Context: an optimization exercise on an open-source flow, tuned for small area. The choices shown serve that exercise and are no tape-out recipe. At most, simulation tests tie the RTL to the original design; equivalence was not proved. Power figures rest on the tool's default switching activity, not on a simulated workload.

## rev 12
==> module cqt_decoder, before the edit <==
module cqt_decoder (
    input  logic                        clk,
    input  logic                        rst_n,
    input  logic                        cqt_start,
    input  logic [6-1:0]     ctb_x,
    input  logic [5-1:0]     ctb_y,
    input  logic [12-1:0]     pic_width,
    input  logic [11-1:0]     pic_height,
    input  logic                        bin,
    input  logic                        bin_vld,
    input  logic                        cu_done,
    output logic                        dec_run,
    output logic                        ctx_addr_vld,
    output logic [10-1:0]  ctx_addr,
    output logic                        cu_start,
    output logic [12-1:0]     cu_x,
    output logic [11-1:0]     cu_y,
    output logic [2:0]                  cu_log2_size,
    output logic                        cqt_done
);
localparam logic [2:0] S_IDLE = 3'd0;   
localparam logic [2:0] S_LOAD = 3'd1;   
localparam logic [2:0] S_CALC = 3'd2;   
localparam logic [2:0] S_WBIN = 3'd3;   
localparam logic [2:0] S_WCU  = 3'd4;   
localparam logic [2:0] S_NEXT = 3'd5;   
localparam logic [2:0] S_END  = 3'd6;   
logic [2:0]   st;
logic [2:0]   col, row;      
logic [1:0]   dep;           
logic [5:0]   ph;            
logic [319:0] ring;
logic [1:0]   a0, a4, l0, l4;
logic         a2, a6, l2, l6;
logic [2:0]   msk;           
logic         at_tap;
logic [4:0]   tap, enc;
logic         tap_z;
logic [1:0]   d_a0, d_a4;
logic         d_a2, d_a6;
assign msk    = ~(3'b111 >> dep);
assign at_tap = (ph == ctb_x);
assign tap    = ring[319:315];
logic       x_gt, x_eq, y_gt, y_eq;
logic       outside, crossing;
assign x_gt = ctb_x > pic_width[11:6];
assign x_eq = ctb_x == pic_width[11:6];
assign y_gt = ctb_y > pic_height[10:6];
assign y_eq = ctb_y == pic_height[10:6];
assign outside  = x_gt || (x_eq && col >= pic_width[5:3]) ||
                  y_gt || (y_eq && row >= pic_height[5:3]);
assign crossing = x_eq && ((col | ~msk) >= pic_width[5:3]) ||
                  y_eq && ((row | ~msk) >= pic_height[5:3]);
logic cond_l, cond_a;
function automatic logic deeper(input logic [1:0] d, input logic [1:0] u,
                                input logic [1:0] p0, input logic p2,
                                input logic [1:0] p4, input logic p6);
    case (d)
        2'd0:    deeper = (p0 != 2'd0);
        2'd1:    deeper = u[1] ? p4[1] : p0[1];
        default: case (u)
            2'd0:    deeper = (p0 == 2'd3);
            2'd1:    deeper = p2;
            2'd2:    deeper = (p4 == 2'd3);
            default: deeper = p6;
        endcase
    endcase
endfunction
assign cond_l = (ctb_x != '0 || col != '0) && deeper(dep, row[2:1], l0, l2, l4, l6);
assign cond_a = (ctb_y != '0 || row != '0) && deeper(dep, col[2:1], a0, a2, a4, a6);
assign ctx_addr     = {7'd0, cond_l & cond_a, ~(cond_l & cond_a), cond_l ^ cond_a};
assign dec_run      = (st == S_CALC) && !outside && dep != 2'd3 && !crossing;
assign ctx_addr_vld = dec_run;
assign cu_start     = ((st == S_CALC) && !outside && dep == 2'd3) ||
                      ((st == S_WBIN) && bin_vld && !bin);
assign cqt_done     = (st == S_END) && at_tap;
assign cu_x         = {ctb_x, col, 3'd0};
assign cu_y         = {ctb_y, row, 3'd0};
assign cu_log2_size = 3'd6 - {1'b0, dep};
always_comb begin
    case ({a0[1], a4[1]})
        2'b11:   enc = {1'b1, a0[0], a2, a4[0], a6};
        2'b10:   enc = {3'b010, a0[0], a2};
        2'b01:   enc = {3'b001, a4[0], a6};
        default: enc = {4'b0000, a0 == 2'd0};
    endcase
end
assign tap_z = (tap == 5'b00001);
always_comb begin
    if (tap[4]) begin
        d_a0 = {1'b1, tap[3]};
        d_a2 = tap[2];
        d_a4 = {1'b1, tap[1]};
        d_a6 = tap[0];
    end else begin
        d_a0 = tap[3] ? {1'b1, tap[1]} : {1'b0, !tap_z};
        d_a2 = tap[3] & tap[0];
        d_a4 = tap[2] ? {1'b1, tap[1]} : {1'b0, !tap_z};
        d_a6 = tap[2] & tap[0];
    end
end
always_ff @(posedge clk)
    ring <= {ring[314:0], cqt_done ? enc : tap};
always_ff @(posedge clk) begin
    if (!rst_n) ph <= '0;
    else        ph <= ph + 6'd1;
end
always_ff @(posedge clk) begin
    if (st == S_LOAD && at_tap) begin
        a0 <= d_a0;
        a2 <= d_a2;
        a4 <= d_a4;
        a6 <= d_a6;
    end else if (cu_start) begin
        if ((col & msk) == 3'd0)           a0 <= dep;
        if (((col ^ 3'd2) & msk) == 3'd0)  a2 <= (dep == 2'd3);
        if (((col ^ 3'd4) & msk) == 3'd0)  a4 <= dep;
        if (((col ^ 3'd6) & msk) == 3'd0)  a6 <= (dep == 2'd3);
    end
end
always_ff @(posedge clk) begin
    if (cu_start) begin
        if ((row & msk) == 3'd0)           l0 <= dep;
        if (((row ^ 3'd2) & msk) == 3'd0)  l2 <= (dep == 2'd3);
        if (((row ^ 3'd4) & msk) == 3'd0)  l4 <= dep;
        if (((row ^ 3'd6) & msk) == 3'd0)  l6 <= (dep == 2'd3);
    end
end
always_ff @(posedge clk) begin
    if (!rst_n) begin
        st <= S_IDLE;
    end else begin
        case (st)
            S_IDLE: if (cqt_start) st <= S_LOAD;
            S_LOAD: if (at_tap) st <= S_CALC;
            S_CALC: begin
                if (outside)          st <= S_NEXT;
                else if (cu_start)    st <= S_WCU;
                else if (dec_run)     st <= S_WBIN;
            end
            S_WBIN: if (bin_vld) st <= bin ? S_CALC : S_WCU;
            S_WCU:  if (cu_done) st <= S_NEXT;
            S_NEXT: begin
                if (dep == 2'd0)
                    st <= S_END;
                else if (!(col[3'd3 - dep] & row[3'd3 - dep]))
                    st <= S_CALC;   
            end
            S_END:  if (at_tap) st <= S_IDLE;
            default: st <= S_IDLE;
        endcase
    end
end
always_ff @(posedge clk) begin
    if (st == S_IDLE) begin
        col <= '0;
        row <= '0;
        dep <= '0;
    end else if ((st == S_CALC && !outside && dep != 2'd3 && crossing) ||
                 (st == S_WBIN && bin_vld && bin)) begin
        dep <= dep + 2'd1;   
    end else if (st == S_NEXT && dep != 2'd0) begin
        col[3'd3 - dep] <= !col[3'd3 - dep];
        row[3'd3 - dep] <= row[3'd3 - dep] ^ col[3'd3 - dep];
        if (col[3'd3 - dep] & row[3'd3 - dep])
            dep <= dep - 2'd1;   
    end
end
endmodule
clock: 6.0 ns
lec_check: 0
cap_margin: 20
core_margin: 2
core_utilization: 40
slew_margin: 20
run.sh (not shown) runs the stock make flow with config.mk's settings and CLKGATE_MAP_FILE= SYNTH_SCRIPT=/design/flow/synth_recipe.tcl, a recipe that flattens the netlist after the stock synthesis.
What rev 13 does differently from rev 12 at the input level:
-- flow/design.v --
<<< rev 12, line 64
assign at_tap = (ph == ctb_x);
assign tap    = ring[319:315];
logic       x_gt, x_eq, y_gt, y_eq;
logic       outside, crossing;
assign x_gt = ctb_x > pic_width[11:6];
assign x_eq = ctb_x == pic_width[11:6];
assign y_gt = ctb_y > pic_height[10:6];
assign y_eq = ctb_y == pic_height[10:6];
assign outside  = x_gt || (x_eq && col >= pic_width[5:3]) ||
                  y_gt || (y_eq && row >= pic_height[5:3]);
assign crossing = x_eq && ((col | ~msk) >= pic_width[5:3]) ||
                  y_eq && ((row | ~msk) >= pic_height[5:3]);
logic cond_l, cond_a;
function automatic logic deeper(input logic [1:0] d, input logic [1:0] u,
>>> rev 13, line 64
assign at_tap = (ph == ctb_x);
assign tap    = ring[319:315];
logic       x_eq, y_eq;
logic       outside, crossing;
function automatic logic ge3(input logic [2:0] a, input logic [2:0] b);
    ge3 = (a[2] & !b[2]) |
          ((a[2] ~^ b[2]) & ((a[1] & !b[1]) | ((a[1] ~^ b[1]) & (a[0] | !b[0]))));
endfunction
assign x_eq = ctb_x == pic_width[11:6];
assign y_eq = ctb_y == pic_height[10:6];
assign outside  = (x_eq && ge3(col, pic_width[5:3])) ||
                  (y_eq && ge3(row, pic_height[5:3]));
assign crossing = (x_eq && ge3(col | ~msk, pic_width[5:3])) ||
                  (y_eq && ge3(row | ~msk, pic_height[5:3]));
logic cond_l, cond_a;
function automatic logic deeper(input logic [1:0] d, input logic [1:0] u,
<<< rev 12, line 126
always_ff @(posedge clk) begin
    if (!rst_n) ph <= '0;
    else        ph <= ph + 6'd1;
end
always_ff @(posedge clk) begin
>>> rev 13, line 128
always_ff @(posedge clk) begin
    if (!rst_n) ph <= '0;
    else        ph <= {ph[4:0], ph[5] ^ ph[4] ^ (ph[4:0] == 5'd0)};
end
always_ff @(posedge clk) begin
--- outcome ---
- Across both runs, clock network power share was lower for rev 13 than for rev 12.
- Vias per cell delta for rev 13 relative to rev 12: 0.18 lower
- Relative to rev 12, core utilization has increased by 0.44 points in rev 13.
- Worst setup path endpoint = ctx_addr_vld: rev 13; worst setup path endpoint = cu_start: rev 12
- When the final numbers for rev 12 and rev 13 were put side by side, the synthesized area turned out to be smaller in rev 13.
- Going from rev 12 to rev 13, number of gates resized after CTS held; post-layout instance area went down 300 sq um; adder-cell share of the synthesized area went down 2.1 points; first-pass GRT wire length went down 7.9%; total cell area at the placement stage went down about 3.2%.
The RTL of rev 12 was laid out without a check of its function.

========
v6:
The RTL this note starts from:
==> flow/design.v <==
`timescale 1ns/1ps
package cqt_state_pkg;
    typedef enum logic [2:0] {
        IDLE        = 3'd0,   
        CALC        = 3'd1,   
        SPLIT_FLAG  = 3'd2,   
        FORCE_SPLIT = 3'd3,   
        LEAF_CU     = 3'd4,   
        NEXT        = 3'd5,   
        ENDING      = 3'd6    
    } cqt_state_t;
endpackage
`timescale 1ns/1ps
package cqt_syntax_pkg;
    typedef logic [1:0] cqt_depth_t;
    typedef enum logic [1:0] {
        CTX_NONE = 2'd0,
        CTX_ONE  = 2'd1,
        CTX_BOTH = 2'd2
    } split_ctx_t;
endpackage
`timescale 1ns/1ps
module cqt_decoder (
    input  logic                        clk,
    input  logic                        rst_n,
    input  logic                        cqt_start,
    input  logic [6-1:0]     ctb_x,
    input  logic [5-1:0]     ctb_y,
    input  logic [12-1:0]     pic_width,
    input  logic [11-1:0]     pic_height,
    input  logic                        bin,
    input  logic                        bin_vld,
    input  logic                        cu_done,
    output logic                        dec_run,
    output logic                        ctx_addr_vld,
    output logic [10-1:0]  ctx_addr,
    output logic                        cu_start,
    output logic [12-1:0]     cu_x,
    output logic [11-1:0]     cu_y,
    output logic [2:0]                  cu_log2_size,
    output logic                        cqt_done
);
localparam logic [2:0] S_IDLE = 3'd0;   
localparam logic [2:0] S_LOAD = 3'd4;   
localparam logic [2:0] S_CALC = 3'd5;   
localparam logic [2:0] S_WBIN = 3'd7;   
localparam logic [2:0] S_WCU = 3'd6;   
localparam logic [2:0] S_NEXT = 3'd2;   
localparam logic [2:0] S_END = 3'd1;   
logic [2:0]   st;
logic [2:0]   col, row;      
logic [1:0]   dep;           
logic [5:0]   ph;            
logic [319:0] ring;
logic [1:0]   a0, a4, l0, l4;
logic         a2, a6, l2, l6;
logic [2:0]   msk;           
logic         at_tap;
logic [4:0]   tap, enc;
logic         tap_z;
logic [1:0]   d_a0, d_a4;
logic         d_a2, d_a6;
assign msk    = ~(3'b111 >> dep);
assign at_tap = (ph == ctb_x);
assign tap    = ring[319:315];
logic       x_eq, y_eq;
logic       outside, crossing;
function automatic logic ge3(input logic [2:0] a, input logic [2:0] b);
    ge3 = (a[2] & !b[2]) |
          ((a[2] ~^ b[2]) & ((a[1] & !b[1]) | ((a[1] ~^ b[1]) & (a[0] | !b[0]))));
endfunction
assign x_eq = ctb_x == pic_width[11:6];
assign y_eq = ctb_y == pic_height[10:6];
assign outside  = (x_eq && ge3(col, pic_width[5:3])) ||
                  (y_eq && ge3(row, pic_height[5:3]));
assign crossing = (x_eq && ge3(col | ~msk, pic_width[5:3])) ||
                  (y_eq && ge3(row | ~msk, pic_height[5:3]));
logic cond_l, cond_a;
function automatic logic deeper(input logic [1:0] d, input logic [1:0] u,
                                input logic [1:0] p0, input logic p2,
                                input logic [1:0] p4, input logic p6);
    case (d)
        2'd0:    deeper = (p0 != 2'd0);
        2'd1:    deeper = u[1] ? p4[1] : p0[1];
        default: case (u)
            2'd0:    deeper = (p0 == 2'd3);
            2'd1:    deeper = p2;
            2'd2:    deeper = (p4 == 2'd3);
            default: deeper = p6;
        endcase
    endcase
endfunction
assign cond_l = (ctb_x != '0 || col != '0) && deeper(dep, row[2:1], l0, l2, l4, l6);
assign cond_a = (ctb_y != '0 || row != '0) && deeper(dep, col[2:1], a0, a2, a4, a6);
assign ctx_addr     = {7'd0, cond_l & cond_a, ~(cond_l & cond_a), cond_l ^ cond_a};
assign dec_run      = (st == S_CALC) && !outside && dep != 2'd3 && !crossing;
assign ctx_addr_vld = dec_run;
assign cu_start     = ((st == S_CALC) && !outside && dep == 2'd3) ||
                      ((st == S_WBIN) && bin_vld && !bin);
assign cqt_done     = (st == S_END) && at_tap;
assign cu_x         = {ctb_x, col, 3'd0};
assign cu_y         = {ctb_y, row, 3'd0};
assign cu_log2_size = 3'd6 - {1'b0, dep};
always_comb begin
    case ({a0[1], a4[1]})
        2'b11:   enc = {1'b1, a0[0], a2, a4[0], a6};
        2'b10:   enc = {3'b010, a0[0], a2};
        2'b01:   enc = {3'b001, a4[0], a6};
        default: enc = {4'b0000, a0 == 2'd0};
    endcase
end
assign tap_z = (tap == 5'b00001);
always_comb begin
    if (tap[4]) begin
        d_a0 = {1'b1, tap[3]};
        d_a2 = tap[2];
        d_a4 = {1'b1, tap[1]};
        d_a6 = tap[0];
    end else begin
        d_a0 = tap[3] ? {1'b1, tap[1]} : {1'b0, !tap_z};
        d_a2 = tap[3] & tap[0];
        d_a4 = tap[2] ? {1'b1, tap[1]} : {1'b0, !tap_z};
        d_a6 = tap[2] & tap[0];
    end
end
always_ff @(posedge clk)
    ring <= {ring[314:0], cqt_done ? enc : tap};
always_ff @(posedge clk) begin
    if (!rst_n) ph <= '0;
    else        ph <= ph + 6'd1;
end
always_ff @(posedge clk) begin
    if (st == S_LOAD && at_tap) begin
        a0 <= d_a0;
        a2 <= d_a2;
        a4 <= d_a4;
        a6 <= d_a6;
    end else if (cu_start) begin
        if ((col & msk) == 3'd0)           a0 <= dep;
        if (((col ^ 3'd2) & msk) == 3'd0)  a2 <= (dep == 2'd3);
        if (((col ^ 3'd4) & msk) == 3'd0)  a4 <= dep;
        if (((col ^ 3'd6) & msk) == 3'd0)  a6 <= (dep == 2'd3);
    end
end
always_ff @(posedge clk) begin
    if (cu_start) begin
        if ((row & msk) == 3'd0)           l0 <= dep;
        if (((row ^ 3'd2) & msk) == 3'd0)  l2 <= (dep == 2'd3);
        if (((row ^ 3'd4) & msk) == 3'd0)  l4 <= dep;
        if (((row ^ 3'd6) & msk) == 3'd0)  l6 <= (dep == 2'd3);
    end
end
always_ff @(posedge clk) begin
    if (!rst_n) begin
        st <= S_IDLE;
    end else begin
        case (st)
            S_IDLE: if (cqt_start) st <= S_LOAD;
            S_LOAD: if (at_tap) st <= S_CALC;
            S_CALC: begin
                if (outside)          st <= S_NEXT;
                else if (cu_start)    st <= S_WCU;
                else if (dec_run)     st <= S_WBIN;
            end
            S_WBIN: if (bin_vld) st <= bin ? S_CALC : S_WCU;
            S_WCU:  if (cu_done) st <= S_NEXT;
            S_NEXT: begin
                if (dep == 2'd0)
                    st <= S_END;
                else if (!(col[3'd3 - dep] & row[3'd3 - dep]))
                    st <= S_CALC;   
            end
            S_END:  if (at_tap) st <= S_IDLE;
            default: st <= S_IDLE;
        endcase
    end
end
always_ff @(posedge clk) begin
    if (st == S_IDLE) begin
        col <= '0;
        row <= '0;
        dep <= '0;
    end else if ((st == S_CALC && !outside && dep != 2'd3 && crossing) ||
                 (st == S_WBIN && bin_vld && bin)) begin
        dep <= dep + 2'd1;   
    end else if (st == S_NEXT && dep != 2'd0) begin
        col[3'd3 - dep] <= !col[3'd3 - dep];
        row[3'd3 - dep] <= row[3'd3 - dep] ^ col[3'd3 - dep];
        if (col[3'd3 - dep] & row[3'd3 - dep])
            dep <= dep - 2'd1;   
    end
end
endmodule
==> flow/config.mk <==
export PLATFORM = sky130hd
export DESIGN_NAME = cqt_decoder
export DESIGN_NICKNAME = cqt_decoder
export VERILOG_FILES = /design/flow/design.v
export SDC_FILE = /design/flow/constraint.sdc
export NUM_CORES = 4
export LEC_CHECK = 0
export CAP_MARGIN = 20
export CORE_MARGIN = 2
export CORE_UTILIZATION = 40
export SLEW_MARGIN = 20
==> flow/constraint.sdc <==
create_clock -name core_clock -period 6.0 [get_ports {clk}]
set_input_delay 1.2000 -clock core_clock [delete_from_list [all_inputs] [get_ports {clk}]]
set_output_delay 1.2000 -clock core_clock [all_outputs]
set_load 0.01 [all_outputs]
standard.sh (not shown) runs the stock make flow with config.mk's settings and CLKGATE_MAP_FILE= SYNTH_SCRIPT=/design/flow/synth_recipe.tcl, a recipe that flattens the netlist after the stock synthesis.
==> flow/flow/run.sh <==
#!/bin/bash
# The standard layout (standard.sh) with these changes:
# - synthesis maps logic with an area-oriented abc script and without the
#   adder extraction step; registers are mapped as in the standard synthesis
# - ports are buffered with buf_1
# - one tie cell drives all constant outputs
# - a leaner clock tree: clkbuf_4 clusters of 12, no dummy loads
set -euo pipefail
here=$(pwd)
rm -rf "$here/scripts_local"
cp -r "$FLOW_HOME/scripts" "$here/scripts_local"
cp "$here/flow/abc.script" "$here/scripts_local/abc_speed.script"
cp "$here/flow/abc.script" "$here/scripts_local/abc_area.script"
export BUFFER_PORTS_ARGS="-buffer_cell sky130_fd_sc_hd__buf_1"
export SKIP_REPAIR_TIE_FANOUT=1
export CTS_ARGS="-sink_clustering_enable -repair_clock_nets -dont_use_dummy_load -buf_list sky130_fd_sc_hd__clkbuf_4 -sink_clustering_size 12 -sink_clustering_max_diameter 40"
bash standard.sh SCRIPTS_DIR="$here/scripts_local" ADDER_MAP_FILE= finish > "$here/standard_flow.log" 2>&1
==> flow/flow/abc.script <==
strash
&get -n
&fraig -x
&put
scorr
dc2
strash
&get -n
&deepsyn -T 30
&dch -f
&nf -R 1000
&put
Every stage of the flow completed for v6, and the final layout passed the timing, DRC and antenna checks.
#### Input delta (v7 over v6)
--- a/flow/design.v
+++ b/flow/design.v
@@ -38,18 +38,18 @@
     output logic [12-1:0]     cu_x,
     output logic [11-1:0]     cu_y,
     output logic [2:0]                  cu_log2_size,
     output logic                        cqt_done
 );
 localparam logic [2:0] S_IDLE = 3'd0;   
-localparam logic [2:0] S_LOAD = 3'd4;   
-localparam logic [2:0] S_CALC = 3'd5;   
-localparam logic [2:0] S_WBIN = 3'd7;   
-localparam logic [2:0] S_WCU = 3'd6;   
-localparam logic [2:0] S_NEXT = 3'd2;   
-localparam logic [2:0] S_END = 3'd1;   
+localparam logic [2:0] S_LOAD = 3'd1;   
+localparam logic [2:0] S_CALC = 3'd2;   
+localparam logic [2:0] S_WBIN = 3'd3;   
+localparam logic [2:0] S_WCU  = 3'd4;   
+localparam logic [2:0] S_NEXT = 3'd5;   
+localparam logic [2:0] S_END  = 3'd6;   
 logic [2:0]   st;
 logic [2:0]   col, row;      
 logic [1:0]   dep;           
 logic [5:0]   ph;            
 logic [319:0] ring;
 logic [1:0]   a0, a4, l0, l4;
## What came out
~same aggregate negative setup slack in v7 and v6. Summary of v7 over v6: summed area of non-filler cells in the final layout was more or less identical; power per unit of standard cell area saw an increase; fmax -24 MHz; portion of the layout cell area used by non-clock buffers stayed essentially flat. Worst hold slack | v7 above v6. The total power in v7 was higher than what v6 gave. Compared with v6, v7 shows area used by multi-input combinational logic higher by 1.7%. Route | v7 vs v6 | wire shorter in v7. Setup slack in v7 is smaller than in v6. v7 vs v6 — clock group share of total power dropped 0.7 points. v7 vs. v6: sequential-to-total area share from yosys stat down 0.26 points, die height flat.

==> re-timing with driven ports <==
How much do the figures lean on ideal ports? The routed layouts below were timed once more, with nothing changed but the port constraints.
Step 1 assumes that a clkbuf_16 drives the clock port and a buf_2 every other input.
Step 2 also shifts input and output timing later by t, the mid clock arrival at the registers, as if the neighbouring blocks saw the same clock.
a / b / c = no drivers / after step 1 / after step 2; a / b = the first two.
run	t (ns)	setup WS [ns]	worst data-port slew with drivers (ns)	pins driven straight from the clock port
rev 12	0.587	0.763 / 0.734 / 0.734	0.05	1
rev 13	0.583	1.016 / 0.971 / 1.200	0.04	1
v6	0.615	1.905 / 1.869 / 1.951	0.04	1
v7	0.605	1.467 / 1.442 / 1.442	0.04	1
After both steps every run listed still meets setup and hold. For rev 12, which loses most, drivers alone change the setup slack by -0.029 ns; drivers and shift together by -0.029 ns.
